What follows belongs to an exercise in optimizing a design on an open flow for small area, a short achievable clock period and few clock cycles per item; a production flow would make more cautious choices. At most, simulation tests tie the RTL to the original design; equivalence was not proved. Power and IR drop assume default switching activity.

==> module sigmoid_lane, before the edit <==
module sigmoid_lane (
  input  logic        clk,
  input  logic        i_en,
  input  logic        i_mode,    
  input  logic [15:0] i_x,
  input  logic        r_mode,    
  output logic [15:0] o_y,
  output logic        o_sat
);
  logic       w_neg;
  logic       w_sat;
  logic [7:0] w_xs;      
  logic       w_lo;      
  logic [7:0] w_po;      
  logic [7:0] w_pa;      
  logic [7:0] w_t;
  assign w_neg = i_x[15];
  always_comb begin
    if (i_mode) begin
      w_sat = w_neg ? (~&i_x[14:9]  | ~|i_x[8:0]) : |i_x[14:9];
      w_xs  = i_x[8:1];
      w_lo  = i_x[0];
    end else begin
      w_sat = w_neg ? (~&i_x[14:10] | ~|i_x[9:0]) : |i_x[14:10];
      w_xs  = i_x[9:2];
      w_lo  = |i_x[1:0];
    end
    w_po[0] = 1'b0;
    w_pa[0] = 1'b1;
    for (int i = 1; i < 8; i++) begin
      w_po[i] = w_po[i-1] | w_xs[i-1];
      w_pa[i] = w_pa[i-1] & w_xs[i-1];
    end
    for (int i = 0; i < 8; i++)
      w_t[i] = w_xs[i] ^ (w_neg ? (w_lo & w_pa[i]) : w_po[i]);
    if (w_sat) w_t = 8'd1;
  end
  logic [7:0] r1_t;
  logic       r1_neg;
  logic       r1_sat;
  always_ff @(posedge clk) begin
    if (i_en) begin
      r1_t   <= w_t;
      r1_neg <= w_neg;
      r1_sat <= w_sat;
    end
  end
  logic [6:0] w_q;
  sigmoid_core u_core (
    .t (r1_t),
    .q (w_q)
  );
  logic [6:0] r2_q;
  logic       r2_t8;
  logic       r2_neg;
  logic       r2_sat;
  always_ff @(posedge clk) begin
    if (i_en) begin
      r2_q   <= w_q;
      r2_t8  <= ~|r1_t;
      r2_neg <= r1_neg;
      r2_sat <= r1_sat;
    end
  end
  logic [7:0] w_s;
  logic [8:0] w_sig;
  assign w_s   = {r2_t8, r2_q};
  assign w_sig = r2_neg ? {1'b0, w_s} : 9'd256 - {1'b0, w_s};
  always_comb begin
    if (r_mode) o_y = {{7{~w_sig[8] & ~w_sig[7]}}, w_sig[7:0], 1'b0} ^ 16'h0100;   
    else        o_y = {7'd0, w_sig};
  end
  assign o_sat = r2_sat;
endmodule
Settings: LEC_CHECK=0, ABC_AREA=1, CAP_MARGIN=20, CORE_MARGIN=2, CORE_UTILIZATION=40, SETUP_SLACK_MARGIN=3.2, SLEW_MARGIN=20; clock period 7.0 ns.
standard.sh (not shown) runs the stock make flow with config.mk's settings and CLKGATE_MAP_FILE= SYNTH_SCRIPT=/design/flow/synth_recipe.tcl, a recipe that flattens the netlist after the stock synthesis.
==> flow/flow/run.sh <==
#!/bin/bash
# Layout flow: the standard ORFS flow (standard.sh) with three changes:
#  - synthesis leaves the adders to ABC (no ADDER_MAP_FILE, so no fa/ha cells) and maps the
#    logic with ABC's area mapper (flow/abc_map.script) in place of ORFS's ABC script;
#    everything else in the synthesis, registers included, is the standard flow's own synth_recipe.tcl;
#  - port buffers use the platform's plain buf_1 cell instead of the one buffer_ports picks;
#  - clock tree: small clock buffers and no dummy loads.
# Each step's full output goes to a log file of its own here; ORFS keeps its per-step logs
# under orfs/logs/.
set -euo pipefail
W=$PWD
export BUFFER_PORTS_ARGS="-buffer_cell sky130_fd_sc_hd__buf_1"
export CTS_ARGS="-sink_clustering_enable -repair_clock_nets -dont_use_dummy_load -buf_list {sky130_fd_sc_hd__clkbuf_4 sky130_fd_sc_hd__clkbuf_8} -root_buf sky130_fd_sc_hd__clkbuf_8"

# synth_recipe.tcl with every "abc -script X ..." call given flow/abc_map.script as X
cat > "$W/synth_abc.tcl" <<TCL
proc abc {args} {
  set i [lsearch -exact \$args -script]
  if {\$i >= 0} { set args [lreplace \$args [expr {\$i + 1}] [expr {\$i + 1}] {$W/flow/abc_map.script}] }
  yosys abc {*}\$args
}
source {$W/synth_recipe.tcl}
TCL
sed "s#SYNTH_SCRIPT=[^ ]*#SYNTH_SCRIPT=$W/synth_abc.tcl ADDER_MAP_FILE=#" standard.sh > my_standard.sh
grep -q "SYNTH_SCRIPT=$W/synth_abc.tcl ADDER_MAP_FILE=" my_standard.sh

bash my_standard.sh synth > synth.log 2>&1
bash my_standard.sh > layout.log 2>&1
==> flow/flow/abc_map.script <==
strash
dc2
dch -f
amap
topo
stime -c
buffer -c
upsize -c
dnsize -c
Testbench counts at the start, summed over its fixed seeds: cycles 8,016, items 8,000.
Then changed:
--- a/flow/design.v
+++ b/flow/design.v
@@ -164,33 +164,29 @@
       r1_neg <= w_neg;
       r1_sat <= w_sat;
     end
   end
   logic [6:0] w_q;
+  logic [7:0] w_s;
+  logic [8:0] w_sig;
   sigmoid_core u_core (
     .t (r1_t),
     .q (w_q)
   );
-  logic [6:0] r2_q;
-  logic       r2_t8;
-  logic       r2_neg;
+  assign w_s   = {~|r1_t, w_q};
+  assign w_sig = r1_neg ? {1'b0, w_s} : 9'd256 - {1'b0, w_s};
+  logic [8:0] r2_sig;
   logic       r2_sat;
   always_ff @(posedge clk) begin
     if (i_en) begin
-      r2_q   <= w_q;
-      r2_t8  <= ~|r1_t;
-      r2_neg <= r1_neg;
+      r2_sig <= w_sig;
       r2_sat <= r1_sat;
     end
   end
-  logic [7:0] w_s;
-  logic [8:0] w_sig;
-  assign w_s   = {r2_t8, r2_q};
-  assign w_sig = r2_neg ? {1'b0, w_s} : 9'd256 - {1'b0, w_s};
   always_comb begin
-    if (r_mode) o_y = {{7{~w_sig[8] & ~w_sig[7]}}, w_sig[7:0], 1'b0} ^ 16'h0100;   
-    else        o_y = {7'd0, w_sig};
+    if (r_mode) o_y = {{7{~r2_sig[8] & ~r2_sig[7]}}, ~r2_sig[7], r2_sig[6:0], 1'b0};   
+    else        o_y = {7'd0, r2_sig};
   end
   assign o_sat = r2_sat;
 endmodule
 module sigmoid_pipe #(
   parameter int W     = 16,
Outcome: The changed run completed without violations; wire length is higher by 15%; synthesized cell count went up by 3.0%; final area went up by about 7%; core utilization grows by 1.8 points; cell count went up by about 4.7%; via count increases by about 6%; critical path depth went up by 13; die area grows by about 2.7%; setup slack degrades by 0.024 ns; register-to-register slack is worse by 0.54 ns; clock-buffer cell count does not change; sequential share of layout area went down by 2.0 points.
Function not checked in the second run of this note: the RTL went through the layout flow alone.

sigmoid_pipe, a different RTL version from the one above (not shown whole).
Size in the first run: about 1000 cells after synthesis, ~88 flip-flops, ~140 I/O pins, ~7400 µm² of cells after synthesis.
==> module sigmoid_lane, before the edit <==
module sigmoid_lane (
  input  logic        clk,
  input  logic        i_en,
  input  logic        i_mode,    
  input  logic [15:0] i_x,
  input  logic        r1_mode,   
  input  logic        r_mode,    
  output logic [15:0] o_y,
  output logic        o_sat
);
  logic       w_neg;
  logic       w_sat;
  logic [7:0] w_xs;      
  logic       w_lo;      
  logic [7:0] w_po;      
  logic [7:0] w_pa;      
  logic [7:0] w_t;
  assign w_neg = i_x[15];
  always_comb begin
    if (i_mode) begin
      w_sat = w_neg ? (~&i_x[14:9]  | ~|i_x[8:0]) : |i_x[14:9];
      w_xs  = i_x[8:1];
      w_lo  = i_x[0];
    end else begin
      w_sat = w_neg ? (~&i_x[14:10] | ~|i_x[9:0]) : |i_x[14:10];
      w_xs  = i_x[9:2];
      w_lo  = |i_x[1:0];
    end
    w_po[0] = 1'b0;
    w_pa[0] = 1'b1;
    for (int i = 1; i < 8; i++) begin
      w_po[i] = w_po[i-1] | w_xs[i-1];
      w_pa[i] = w_pa[i-1] & w_xs[i-1];
    end
    for (int i = 0; i < 8; i++)
      w_t[i] = w_xs[i] ^ (w_neg ? (w_lo & w_pa[i]) : w_po[i]);
    if (w_sat) w_t = 8'd1;
  end
  logic [7:0] r1_t;
  logic       r1_neg;
  logic       r1_sat;
  always_ff @(posedge clk) begin
    if (i_en) begin
      r1_t   <= w_t;
      r1_neg <= w_neg;
      r1_sat <= w_sat;
    end
  end
  logic [6:0] w_q;
  sigmoid_core u_core (
    .t (r1_t),
    .q (w_q)
  );
  logic [8:0] w_sc;
  assign w_sc = r1_mode ? {~|r1_t, w_q, 1'b0} : {1'b0, ~|r1_t, w_q};
  logic [8:0] r2_sc;
  logic       r2_neg;
  logic       r2_sat;
  always_ff @(posedge clk) begin
    if (i_en) begin
      r2_sc  <= w_sc;
      r2_neg <= r1_neg;
      r2_sat <= r1_sat;
    end
  end
  logic [9:0] w_p;
  logic       w_pos;
  assign w_pos = ~r2_neg;
  always_comb begin
    w_p[0] = 1'b0;
    w_p[1] = r2_sc[0];
    w_p[2] = |r2_sc[1:0];
    w_p[3] = |r2_sc[2:0];
    w_p[4] = |r2_sc[3:0];
    w_p[5] = w_p[4] | r2_sc[4];
    w_p[6] = w_p[4] | (|r2_sc[5:4]);
    w_p[7] = w_p[4] | (|r2_sc[6:4]);
    w_p[8] = w_p[4] | (|r2_sc[7:4]);
    w_p[9] = w_p[8] | r2_sc[8];
    for (int i = 0; i < 8; i++) o_y[i] = r2_sc[i] ^ (w_pos & w_p[i]);
    o_y[8]    = w_pos ? ~w_p[9] : (r_mode ^ r2_sc[8]);
    o_y[15:9] = {7{r2_neg & r_mode & ~r2_sc[8]}};
  end
  assign o_sat = r2_sat;
endmodule
==> module sigmoid_pipe, before the edit <==
module sigmoid_pipe #(
  parameter int W     = 16,
  parameter int F     = W / 2,
  parameter int LANES = 4
) (
  input  logic               clk,
  input  logic               rst,
  input  logic               in_valid,
  output logic               in_ready,
  input  logic [LANES*W-1:0] in_data,
  input  logic               in_mode,
  output logic               out_valid,
  input  logic               out_ready,
  output logic [LANES*W-1:0] out_data,
  output logic [LANES-1:0]   out_sat
);
  logic       w_en;
  logic [1:0] r_vld;
  logic [1:0] r_mode;
  logic       w_mode;
  assign w_mode = in_mode;
  assign w_en      = !r_vld[1] || out_ready;
  assign in_ready  = w_en;
  assign out_valid = r_vld[1];
  always_ff @(posedge clk) begin
    if (rst)       r_vld <= '0;
    else if (w_en) r_vld <= {r_vld[0], in_valid};
  end
  always_ff @(posedge clk) begin
    if (w_en) r_mode <= {r_mode[0], w_mode};
  end
  for (genvar g = 0; g < LANES; g++) begin : g_lane
    sigmoid_lane u_lane (
      .clk    (clk),
      .i_en   (w_en),
      .i_mode (w_mode),
      .i_x    (in_data[g*W +: W]),
      .r1_mode(r_mode[0]),
      .r_mode (r_mode[1]),
      .o_y    (out_data[g*W +: W]),
      .o_sat  (out_sat[g])
    );
  end
endmodule
export LEC_CHECK = 0
export ABC_AREA = 1
export CAP_MARGIN = 20
export CORE_MARGIN = 2
export CORE_UTILIZATION = 40
export SETUP_SLACK_MARGIN = 3.2
export SLEW_MARGIN = 20
create_clock -name core_clock -period 7.0 [get_ports {clk}]
==> flow/flow/abc_map.script <==
strash
&get -n
&deepsyn -T 60
&put
dch -f
amap
topo
stime -c
buffer -c
upsize -c
dnsize -c
Scripts as last shown in full above: flow/flow/run.sh
Then changed:
--- a/flow/design.v
+++ b/flow/design.v
@@ -120,13 +120,12 @@
 endmodule
 module sigmoid_lane (
   input  logic        clk,
   input  logic        i_en,
   input  logic        i_mode,    
   input  logic [15:0] i_x,
-  input  logic        r1_mode,   
   input  logic        r_mode,    
   output logic [15:0] o_y,
   output logic        o_sat
 );
   logic       w_neg;
   logic       w_sat;
@@ -168,41 +167,44 @@
   end
   logic [6:0] w_q;
   sigmoid_core u_core (
     .t (r1_t),
     .q (w_q)
   );
-  logic [8:0] w_sc;
-  assign w_sc = r1_mode ? {~|r1_t, w_q, 1'b0} : {1'b0, ~|r1_t, w_q};
-  logic [8:0] r2_sc;
+  logic [6:0] r2_q;
+  logic       r2_t8;
   logic       r2_neg;
   logic       r2_sat;
   always_ff @(posedge clk) begin
     if (i_en) begin
-      r2_sc  <= w_sc;
+      r2_q   <= w_q;
+      r2_t8  <= ~|r1_t;
       r2_neg <= r1_neg;
       r2_sat <= r1_sat;
     end
   end
-  logic [9:0] w_p;
+  logic [7:0] w_p;
+  logic [8:0] w_sig;
   logic       w_pos;
   assign w_pos = ~r2_neg;
   always_comb begin
     w_p[0] = 1'b0;
-    w_p[1] = r2_sc[0];
-    w_p[2] = |r2_sc[1:0];
-    w_p[3] = |r2_sc[2:0];
-    w_p[4] = |r2_sc[3:0];
-    w_p[5] = w_p[4] | r2_sc[4];
-    w_p[6] = w_p[4] | (|r2_sc[5:4]);
-    w_p[7] = w_p[4] | (|r2_sc[6:4]);
-    w_p[8] = w_p[4] | (|r2_sc[7:4]);
-    w_p[9] = w_p[8] | r2_sc[8];
-    for (int i = 0; i < 8; i++) o_y[i] = r2_sc[i] ^ (w_pos & w_p[i]);
-    o_y[8]    = w_pos ? ~w_p[9] : (r_mode ^ r2_sc[8]);
-    o_y[15:9] = {7{r2_neg & r_mode & ~r2_sc[8]}};
+    w_p[1] = r2_q[0];
+    w_p[2] = |r2_q[1:0];
+    w_p[3] = |r2_q[2:0];
+    w_p[4] = |r2_q[3:0];
+    w_p[5] = w_p[4] | r2_q[4];
+    w_p[6] = w_p[4] | (|r2_q[5:4]);
+    w_p[7] = w_p[4] | (|r2_q[6:4]);
+    for (int i = 0; i < 7; i++) w_sig[i] = r2_q[i] ^ (w_pos & w_p[i]);
+    w_sig[7] = r2_t8 | (w_pos & w_p[7]);
+    w_sig[8] = w_pos & ~r2_t8 & ~w_p[7];
+  end
+  always_comb begin
+    if (r_mode) o_y = {{7{~w_sig[8] & ~w_sig[7]}}, ~w_sig[7], w_sig[6:0], 1'b0};   
+    else        o_y = {7'd0, w_sig};
   end
   assign o_sat = r2_sat;
 endmodule
 module sigmoid_pipe #(
   parameter int W     = 16,
   parameter int F     = W / 2,
@@ -237,13 +239,12 @@
   for (genvar g = 0; g < LANES; g++) begin : g_lane
     sigmoid_lane u_lane (
       .clk    (clk),
       .i_en   (w_en),
       .i_mode (w_mode),
       .i_x    (in_data[g*W +: W]),
-      .r1_mode(r_mode[0]),
       .r_mode (r_mode[1]),
       .o_y    (out_data[g*W +: W]),
       .o_sat  (out_sat[g])
     );
   end
 endmodule
After rerunning:
- area after synthesis came out lower by 5.3%
- setup slack gains 26 ps
- first-iteration DRC count goes up by 39%
- register-to-register slack gains 110 ps
- via count drops by 1.8%
- design area went down by 6.3%
Testbench counts after the change, summed over its fixed seeds: cycles 8,016, items 8,000.
Only the layout flow was run in the first run of this note; the RTL was not checked for function there.

## the previous run
Another version of the RTL of sigmoid_pipe (not shown whole).
For scale: ~1,000 cells after synthesis, roughly 88 flip-flops, ~140 I/O pins, roughly 0.0074 mm² of cells after synthesis.
// sigmoid_pipe
module sigmoid_pipe #(
  parameter int W     = 16,
  parameter int F     = W / 2,
  parameter int LANES = 4
) (
  input  logic               clk,
  input  logic               rst,
  input  logic               in_valid,
  output logic               in_ready,
  input  logic [LANES*W-1:0] in_data,
  input  logic               in_mode,
  output logic               out_valid,
  input  logic               out_ready,
  output logic [LANES*W-1:0] out_data,
  output logic [LANES-1:0]   out_sat
);
==> module sigmoid_lane, before the edit <==
module sigmoid_lane (
  input  logic        clk,
  input  logic        i_en,
  input  logic        i_mode,    
  input  logic [15:0] i_x,
  input  logic        r1_mode,   
  input  logic        r_mode,    
  output logic [15:0] o_y,
  output logic        o_sat
);
  logic       w_neg;
  logic       w_sat;
  logic [7:0] w_xs;      
  logic       w_lo;      
  logic [7:0] w_y;
  logic       w_cin;
  logic [7:0] w_pa;      
  logic [7:0] w_t;
  assign w_neg = i_x[15];
  always_comb begin
    if (i_mode) begin
      w_sat = w_neg ? (~&i_x[14:9]  | ~|i_x[8:0]) : |i_x[14:9];
      w_xs  = i_x[8:1];
      w_lo  = i_x[0];
    end else begin
      w_sat = w_neg ? (~&i_x[14:10] | ~|i_x[9:0]) : |i_x[14:10];
      w_xs  = i_x[9:2];
      w_lo  = |i_x[1:0];
    end
    w_y     = w_xs ^ {8{~w_neg}};
    w_cin   = ~w_neg | w_lo;
    w_pa[0] = 1'b1;
    w_pa[1] = w_y[0];
    w_pa[2] = &w_y[1:0];
    w_pa[3] = w_pa[2] & w_y[2];
    w_pa[4] = w_pa[2] & (&w_y[3:2]);
    w_pa[5] = w_pa[4] & w_y[4];
    w_pa[6] = w_pa[4] & (&w_y[5:4]);
    w_pa[7] = w_pa[4] & (&w_y[6:4]);
    w_t = w_y ^ (w_pa & {8{w_cin}});
    if (w_sat) w_t = 8'd1;
  end
  logic [7:0] r1_t;
  logic       r1_neg;
  logic       r1_sat;
  always_ff @(posedge clk) begin
    if (i_en) begin
      r1_t   <= w_t;
      r1_neg <= w_neg;
      r1_sat <= w_sat;
    end
  end
  logic [6:0] w_q;
  sigmoid_core u_core (
    .t (r1_t),
    .q (w_q)
  );
  logic [6:0] r2_q;
  logic       r2_t8;
  logic       r2_neg;
  logic       r2_sat;
  logic       r2_ext;    
  always_ff @(posedge clk) begin
    if (i_en) begin
      r2_ext <= r1_mode & r1_neg & |r1_t;
      r2_q   <= w_q;
      r2_t8  <= ~|r1_t;
      r2_neg <= r1_neg;
      r2_sat <= r1_sat;
    end
  end
  logic [7:0] w_p;
  logic [8:0] w_sig;
  logic       w_pos;
  assign w_pos = ~r2_neg;
  always_comb begin
    w_p[0] = 1'b0;
    w_p[1] = r2_q[0];
    w_p[2] = |r2_q[1:0];
    w_p[3] = |r2_q[2:0];
    w_p[4] = |r2_q[3:0];
    w_p[5] = w_p[4] | r2_q[4];
    w_p[6] = w_p[4] | (|r2_q[5:4]);
    w_p[7] = w_p[4] | (|r2_q[6:4]);
    for (int i = 0; i < 7; i++) w_sig[i] = r2_q[i] ^ (w_pos & w_p[i]);
    w_sig[7] = r2_t8 | (w_pos & w_p[7]);
    w_sig[8] = w_pos & ~r2_t8 & ~w_p[7];
  end
  always_comb begin
    if (r_mode) o_y = {{7{r2_ext}}, ~w_sig[7], w_sig[6:0], 1'b0};   
    else        o_y = {{7{r2_ext}}, w_sig};
  end
  assign o_sat = r2_sat;
endmodule
Settings: LEC_CHECK=0, ABC_AREA=1, CAP_MARGIN=20, CORE_MARGIN=2, CORE_UTILIZATION=40, SETUP_SLACK_MARGIN=3.2, SLEW_MARGIN=20; clock period 7.0 ns.
==> flow/flow/run.sh <==
#!/bin/bash
# Layout flow: the standard ORFS flow (standard.sh) with three changes:
#  - synthesis leaves the adders to ABC (no ADDER_MAP_FILE, so no fa/ha cells) and maps the
#    logic with flow/abc_map.script (a 60 s &deepsyn restructuring, then ABC's area mapper)
#    in place of ORFS's ABC script;
#    everything else in the synthesis, registers included, is the standard flow's own synth_recipe.tcl;
#  - port buffers use the platform's plain buf_1 cell instead of the one buffer_ports picks;
#  - clock tree: small clock buffers and no dummy loads.
# Each step's full output goes to a log file of its own here; ORFS keeps its per-step logs
# under orfs/logs/.
set -euo pipefail
W=$PWD
export BUFFER_PORTS_ARGS="-buffer_cell sky130_fd_sc_hd__buf_1"
export CTS_ARGS="-sink_clustering_enable -repair_clock_nets -dont_use_dummy_load -buf_list {sky130_fd_sc_hd__clkbuf_4 sky130_fd_sc_hd__clkbuf_8} -root_buf sky130_fd_sc_hd__clkbuf_8"

# synth_recipe.tcl with every "abc -script X ..." call given flow/abc_map.script as X
cat > "$W/synth_abc.tcl" <<TCL
proc abc {args} {
  set i [lsearch -exact \$args -script]
  if {\$i >= 0} { set args [lreplace \$args [expr {\$i + 1}] [expr {\$i + 1}] {$W/flow/abc_map.script}] }
  yosys abc {*}\$args
}
source {$W/synth_recipe.tcl}
TCL
sed "s#SYNTH_SCRIPT=[^ ]*#SYNTH_SCRIPT=$W/synth_abc.tcl ADDER_MAP_FILE=#" standard.sh > my_standard.sh
grep -q "SYNTH_SCRIPT=$W/synth_abc.tcl ADDER_MAP_FILE=" my_standard.sh

bash my_standard.sh synth > synth.log 2>&1
bash my_standard.sh > layout.log 2>&1
Scripts as last shown in full above: flow/flow/abc_map.script
The inputs of the current run differ from those of the previous run as listed below.
diff --git a/flow/design.v b/flow/design.v
--- a/flow/design.v
+++ b/flow/design.v
@@ -123,7 +123,6 @@
   input  logic        i_en,
   input  logic        i_mode,    
   input  logic [15:0] i_x,
-  input  logic        r1_mode,   
   input  logic        r_mode,    
   output logic [15:0] o_y,
   output logic        o_sat
@@ -179,10 +178,8 @@
   logic       r2_t8;
   logic       r2_neg;
   logic       r2_sat;
-  logic       r2_ext;    
   always_ff @(posedge clk) begin
     if (i_en) begin
-      r2_ext <= r1_mode & r1_neg & |r1_t;
       r2_q   <= w_q;
       r2_t8  <= ~|r1_t;
       r2_neg <= r1_neg;
@@ -207,8 +204,8 @@
     w_sig[8] = w_pos & ~r2_t8 & ~w_p[7];
   end
   always_comb begin
-    if (r_mode) o_y = {{7{r2_ext}}, ~w_sig[7], w_sig[6:0], 1'b0};   
-    else        o_y = {{7{r2_ext}}, w_sig};
+    if (r_mode) o_y = {{7{~w_sig[8] & ~w_sig[7]}}, ~w_sig[7], w_sig[6:0], 1'b0};   
+    else        o_y = {7'd0, w_sig};
   end
   assign o_sat = r2_sat;
 endmodule
@@ -249,7 +246,6 @@
       .i_en   (w_en),
       .i_mode (w_mode),
       .i_x    (in_data[g*W +: W]),
-      .r1_mode(r_mode[0]),
       .r_mode (r_mode[1]),
       .o_y    (out_data[g*W +: W]),
       .o_sat  (out_sat[g])
==> run notes <==
- Delta(fraction of power consumed by combinational cells, the current run - the previous run) < 0
- The current run gives less setup slack at placement than the previous run did.
- Relative to the previous run, clock network fraction of total power has gone up in the current run.
- As far as sequential share of cell area is concerned, the previous run and the current run perform about the same.
- Final-report hold violation count came out exactly the same in the previous run and the current run.
- Where cell area after technology mapping is concerned, the previous run is outperformed by the current run.
- Cmp the previous run and the current run / average wire length per cell after detail routing / lower: the previous run
- Worst setup path endpoint = out_data[24]: the current run; worst setup path endpoint = out_data[56]: the previous run
- The current run vs the previous run, setup slack went up by 35 ps.
Testbench counts of the current run, summed over its fixed seeds: cycles 8,016, items 8,000.
The RTL of the previous run was laid out without a check of its function.

[what the ideal ports hide]
Ports are ideal in the flow. The routed layouts listed here were re-timed in OpenROAD. Step 1: set_driving_cell puts a clkbuf_16 on clk and a buf_2 on each other input, an assumption about the parent block. Step 2 adds t to the input delays and takes it off the output delays; t is the mean of the earliest and latest rising clock arrival at the registers after step 1. Input paths then give back, and output paths get back, about the clock's delay inside the block. Slacks: ideal / step 1 / step 2; pairs: ideal / step 1.
| run | t (ns) | setup WS [ns] | hold WS [ns] | cell pins on the clock port's net |
|---|---|---|---|---|
| the first run of note 1 | 0.381 | 3.275 / 3.239 / 3.131 | 0.425 / 0.425 / 0.425 | 1 |
| the second run of note 1 | 0.390 | 3.251 / 3.251 / 3.134 | 0.421 / 0.421 / 0.421 | 1 |
| the first run of note 2 | 0.377 | 3.314 / 3.264 / 2.887 | 0.423 / 0.423 / 0.423 | 1 |
| the second run of note 2 | 0.379 | 3.340 / 3.306 / 3.098 | 0.426 / 0.426 / 0.426 | 1 |
| the previous run | 0.394 | 3.377 / 3.339 / 3.076 | 0.427 / 0.427 / 0.427 | 1 |
| the current run | 0.388 | 3.412 / 3.374 / 3.111 | 0.420 / 0.420 / 0.420 | 1 |
After both steps every run listed still meets setup and hold. For the first run of note 2, which loses most, drivers alone change the setup slack by -0.050 ns; drivers and shift together by -0.427 ns.
